This is an optimization exercise on Yosys and OpenROAD, whose aim is small area, a short achievable clock period and few clock cycles, not a production implementation.
Function was checked by simulation only, so behaviour that the tests miss may differ from the original.
Power and IR drop assume default switching activity.

==> run a: inputs <==
==> flow/design.v (excerpt) <==
module priority_bitmap_task_scheduler #(
	parameter int NUM_TASKS  = 16,
	parameter int NUM_PRIO   = 32,
	parameter int DELAY_BITS = 16
) (
	input  logic                            clk,
	input  logic                            arst_n,
	input  logic                            req_valid,
	output logic                            req_ready,
	input  logic [2:0]                      req_func,
	input  logic [3:0]                      req_task_id,
	input  logic [4:0]                      req_priority,
	input  logic [15:0]                     req_delay_ticks,
	output logic                            rsp_valid,
	input  logic                            rsp_ready,
	output logic [3:0]                      rsp_next_task,
	output logic                            rsp_switch_request,
	output logic [3:0]                      rsp_current_task,
	output logic [1:0]                      rsp_status,
	input  logic                            cfg_wr_en,
	input  logic [pbts_pkg::SLICE_W-1:0]    cfg_wr_data
);
export LEC_CHECK = 0
export CAP_MARGIN = 20
export CORE_MARGIN = 2
export CORE_UTILIZATION = 40
export CTS_BUF_LIST = sky130_fd_sc_hd__clkbuf_4 sky130_fd_sc_hd__clkbuf_8
export SETUP_SLACK_MARGIN = 5
export SLEW_MARGIN = 20
create_clock -name core_clock -period 8.0 [get_ports {clk}]
run.sh (not shown) runs the stock make flow with config.mk's settings and CLKGATE_MAP_FILE= SYNTH_SCRIPT=/design/flow/synth_recipe.tcl, a recipe that flattens the netlist after the stock synthesis.
==> run b: changes against run a <==
--- a/flow/design.v
+++ b/flow/design.v
@@ -100,12 +100,10 @@
 	logic                         rsp_valid_q;
 	logic [SW-1:0]                slice_len_q;
 	logic [pbts_pkg::LOCK_W-1:0]  lock_q;
 	logic [TW-1:0]                running_q;     
 	logic [NT-1:0]                run1_q;        
-	logic                         lk_q;          
-	logic [TW-1:0]                nx_q;          
 	logic [1:0]                   status_q;
 	logic                         sw_q;
 	logic [TW-1:0]                pid_q;         
 	logic [PW-1:0]                ppr_q;         
 	logic                         pcre_q;        
@@ -242,11 +240,11 @@
 		end
 	end
 	assign any_t   = |rdy_t;
 	assign any_m   = |rdy_m;
 	assign sw_t    = ~|(win_t & run1_q);
-	assign lk      = lk_q;
+	assign lk      = (lock_q != '0);
 	assign sus_run = |(run1_q & created & ~susp);
 	logic sch_m, sch, any, pick;
 	assign sch_m = f_dly | (f_sus & sus_run & (req_task_id == running_q));
 	assign sch   = f_tick | sch_m;
 	assign any   = f_tick ? any_t : any_m;
@@ -260,24 +258,17 @@
 	end
 	always_ff @(posedge clk or negedge arst_n) begin
 		if (!arst_n) begin
 			rsp_valid_q <= 1'b0;
 			lock_q      <= '0;
-			lk_q        <= 1'b0;
 			running_q   <= '0;
 			run1_q      <= '0;
 		end else begin
 			if (acc) rsp_valid_q <= 1'b1;
 			else if (rsp_ready) rsp_valid_q <= 1'b0;
-			if (f_lock) begin
-				if (lock_q != pbts_pkg::LOCK_MAX) lock_q <= lock_q + 1'b1;
-				lk_q <= 1'b1;
-			end
-			if (f_unl) begin
-				if (lock_q != '0) lock_q <= lock_q - 1'b1;
-				lk_q <= (lock_q > pbts_pkg::LOCK_W'(1));
-			end
+			if (f_lock && lock_q != pbts_pkg::LOCK_MAX) lock_q <= lock_q + 1'b1;
+			if (f_unl && lock_q != '0) lock_q <= lock_q - 1'b1;
 			if (pick) begin
 				running_q <= f_tick ? id_t : id_m;
 				run1_q    <= f_tick ? win_t : win_m;
 			end
 		end
@@ -287,18 +278,17 @@
 			if (!sch)     status_q <= pbts_pkg::ST_NO_SCHED;
 			else if (lk)  status_q <= pbts_pkg::ST_LOCKED;
 			else if (any) status_q <= pbts_pkg::ST_OK;
 			else          status_q <= pbts_pkg::ST_NONE_RDY;
 			sw_q  <= pick & (~f_tick | sw_t);
-			nx_q  <= ~pick ? '0 : f_tick ? id_t : id_m;
 			pid_q <= req_task_id;
 			ppr_q <= req_priority;
 		end
 		pcre_q <= |cre;
 	end
 	assign req_ready          = ~rsp_valid_q;
 	assign rsp_valid          = rsp_valid_q;
-	assign rsp_next_task      = nx_q;
+	assign rsp_next_task      = (status_q == pbts_pkg::ST_OK) ? running_q : '0;
 	assign rsp_switch_request = sw_q;
 	assign rsp_current_task   = running_q;
 	assign rsp_status         = status_q;
 endmodule
--- a/flow/config.mk
+++ b/flow/config.mk
@@ -6,8 +6,7 @@
 export NUM_CORES = 4
 export LEC_CHECK = 0
 export CAP_MARGIN = 20
 export CORE_MARGIN = 2
 export CORE_UTILIZATION = 40
-export CTS_BUF_LIST = sky130_fd_sc_hd__clkbuf_4 sky130_fd_sc_hd__clkbuf_8
-export SETUP_SLACK_MARGIN = 5
+export SETUP_SLACK_MARGIN = 4
 export SLEW_MARGIN = 20
==> run c: changes against run a <==
--- a/flow/design.v
+++ b/flow/design.v
@@ -41,15 +41,21 @@
 	output logic [PRIO_BITS-1:0]          prio,
 	output logic [pbts_pkg::SLICE_W-1:0]  slice,
 	output logic                          slice_le1  
 );
 	logic [DELAY_BITS-1:0] dcnt_q;
-	logic                  counting, dz, hi_z;
+	logic                  counting, dz, hi_z, dec;
+	logic [DELAY_BITS-1:0] low_z;    
 	assign hi_z     = (dcnt_q[DELAY_BITS-1:1] == '0);
 	assign counting = created & delayed & ~susp;
 	assign ready    = created & ~delayed & ~susp;
 	assign wake     = counting & dz;
+	assign dec      = tick & counting & ~dz;
+	always_comb begin
+		low_z[0] = 1'b1;
+		for (int k = 1; k < DELAY_BITS; k++) low_z[k] = low_z[k-1] & ~dcnt_q[k-1];
+	end
 	assign slice_le1 = (slice[pbts_pkg::SLICE_W-1:1] == '0);
 	always_ff @(posedge clk or negedge arst_n) begin
 		if (!arst_n) created <= 1'b0;
 		else if (cre) created <= 1'b1;
 	end
@@ -61,13 +67,13 @@
 		else if (sus)         susp <= 1'b1;
 		if (cre)              prio <= prio_in;
 		if (dly) begin
 			dcnt_q <= dly_in;
 			dz     <= (dly_in == '0);
-		end else if (tick & counting & ~dz) begin
-			dcnt_q <= dcnt_q - 1'b1;
-			dz     <= hi_z;
+		end else begin
+			dcnt_q <= dcnt_q ^ (low_z & {DELAY_BITS{dec}});
+			if (dec) dz <= hi_z;
 		end
 		if (sl_we)            slice <= sl_in;
 	end
 endmodule
 `timescale 1ns / 1ps
@@ -193,12 +199,18 @@
 			end
 		end
 	end
 	logic [NT-1:0] p_lt, p_eq, c_v, c_s, c_e;
 	for (genvar i = 0; i < NT; i++) begin : g_cmp
-		assign p_lt[i] = (ppr_q < prio[i]);
-		assign p_eq[i] = (ppr_q == prio[i]);
+		logic [PW-1:0] bx, blt;
+		always_comb begin
+			bx  = ~(ppr_q ^ prio[i]);
+			blt = ~ppr_q & prio[i];
+			p_lt[i] = 1'b0;
+			for (int b = 0; b < PW; b++) p_lt[i] = blt[b] | (bx[b] & p_lt[i]);
+		end
+		assign p_eq[i] = &bx;
 	end
 	assign c_v = p_lt & ~cpend;
 	assign c_s = p_lt | cpend;
 	assign c_e = p_eq | cpend;
 	logic ord_we;
==> flow/config.mk (replaced) <==
export PLATFORM = sky130hd
export DESIGN_NAME = priority_bitmap_task_scheduler
export DESIGN_NICKNAME = priority_bitmap_task_scheduler
export VERILOG_FILES = /design/flow/design.v
export SDC_FILE = /design/flow/constraint.sdc
export NUM_CORES = 4
export LEC_CHECK = 0
export ABC_AREA = 1
export CAP_MARGIN = 20
export CORE_MARGIN = 2
export CORE_UTILIZATION = 40
export SETUP_SLACK_MARGIN = 4.8
export SLEW_MARGIN = 20
==> notes.md <==
metric                                                                                  run a       run c       run b
Run status                                                           timing/DRC/antenna clean  timing/DRC/antenna clean  timing/DRC/antenna clean
Number of cells produced by synthesis                                                   5,051       6,126       5,068
Compound-cell area share of the yosys netlist                                           17.4%       10.1%       17.2%
Leading cell kind                                             multi-input combinational cells   registers   registers
Final weighted congestion in routability-driven placement                                1.12        1.07        1.09
Area fraction in and, or, nand and nor cells after synthesis                            21.3%       31.4%       21.2%
Cell Rows                                                                                 127         124         127
Leakage component of the power                                                        21.4 nW     24.4 nW     19.9 nW
Clock-cell share of area                                                                5.26%       5.80%       5.88%
Total track usage                                                                       39.3%       32.1%       40.1%
Count of inserted antenna diode cells                                                      12           6          14
Count of flip-flops with a built-in enable after synthesis                                736         480         732
Wire length on met1                                                                   93.7 mm     74.1 mm     99.1 mm
Total via count in the routed design                                                   45,955      45,381      45,418
H-tree Lvls                                                                                 4           3           3
Worst path max stage delay                                                             510 ps      420 ps      720 ps
FF/Latch Area                                                                      24,500 µm²  21,900 µm²  24,300 µm²
Worst path buffer plus inverter count                                                       3           0           1
Half-perimeter wire length of the detailed placement result                            171 mm      134 mm      178 mm
Net Switching                                                                       0.00391 W   0.00562 W   0.00334 W
Inserted tap cell count                                                                 1,612       1,512       1,612
Seq cells                                                                                 839         839         834
Testbench counts of run a, summed over its fixed seeds: cycles 16,000.
Testbench counts of run b, summed over its fixed seeds: cycles 16,000.
Testbench counts of run c, summed over its fixed seeds: cycles 16,000.

==> afterwards: timing with drivers on the ports <==
The flow's constraints put no driver on any port. The routed layouts listed below were extracted and timed again, unchanged, in two steps. Step 1: set_driving_cell puts a clkbuf_16 on clk and a buf_2 on each other input, an assumption about the parent block. Step 2 moves the port delays by t, midway between the first and last clock arrival at a register: inputs arrive t later, outputs are due t later. That takes back most of the time a late clock gives input paths. Three values: ideal ports, drivers, drivers and shift; two values: the first two.
| run | shift t [ns] | setup slack, ns | hold slack, ns | pins driven straight from the clock port |
|---|---|---|---|---|
| run a | 0.982 | 4.739 / 4.705 / 4.061 | 0.506 / 0.506 / 0.506 | 1 |
| run b | 0.803 | 3.695 / 3.695 / 3.267 | 0.503 / 0.503 / 0.503 | 1 |
| run c | 0.771 | 4.664 / 4.664 / 4.062 | 0.466 / 0.466 / 0.466 | 1 |
After both steps every run listed still meets setup and hold. For run a, which loses most, drivers alone change the setup slack by -0.034 ns; drivers and shift together by -0.678 ns.
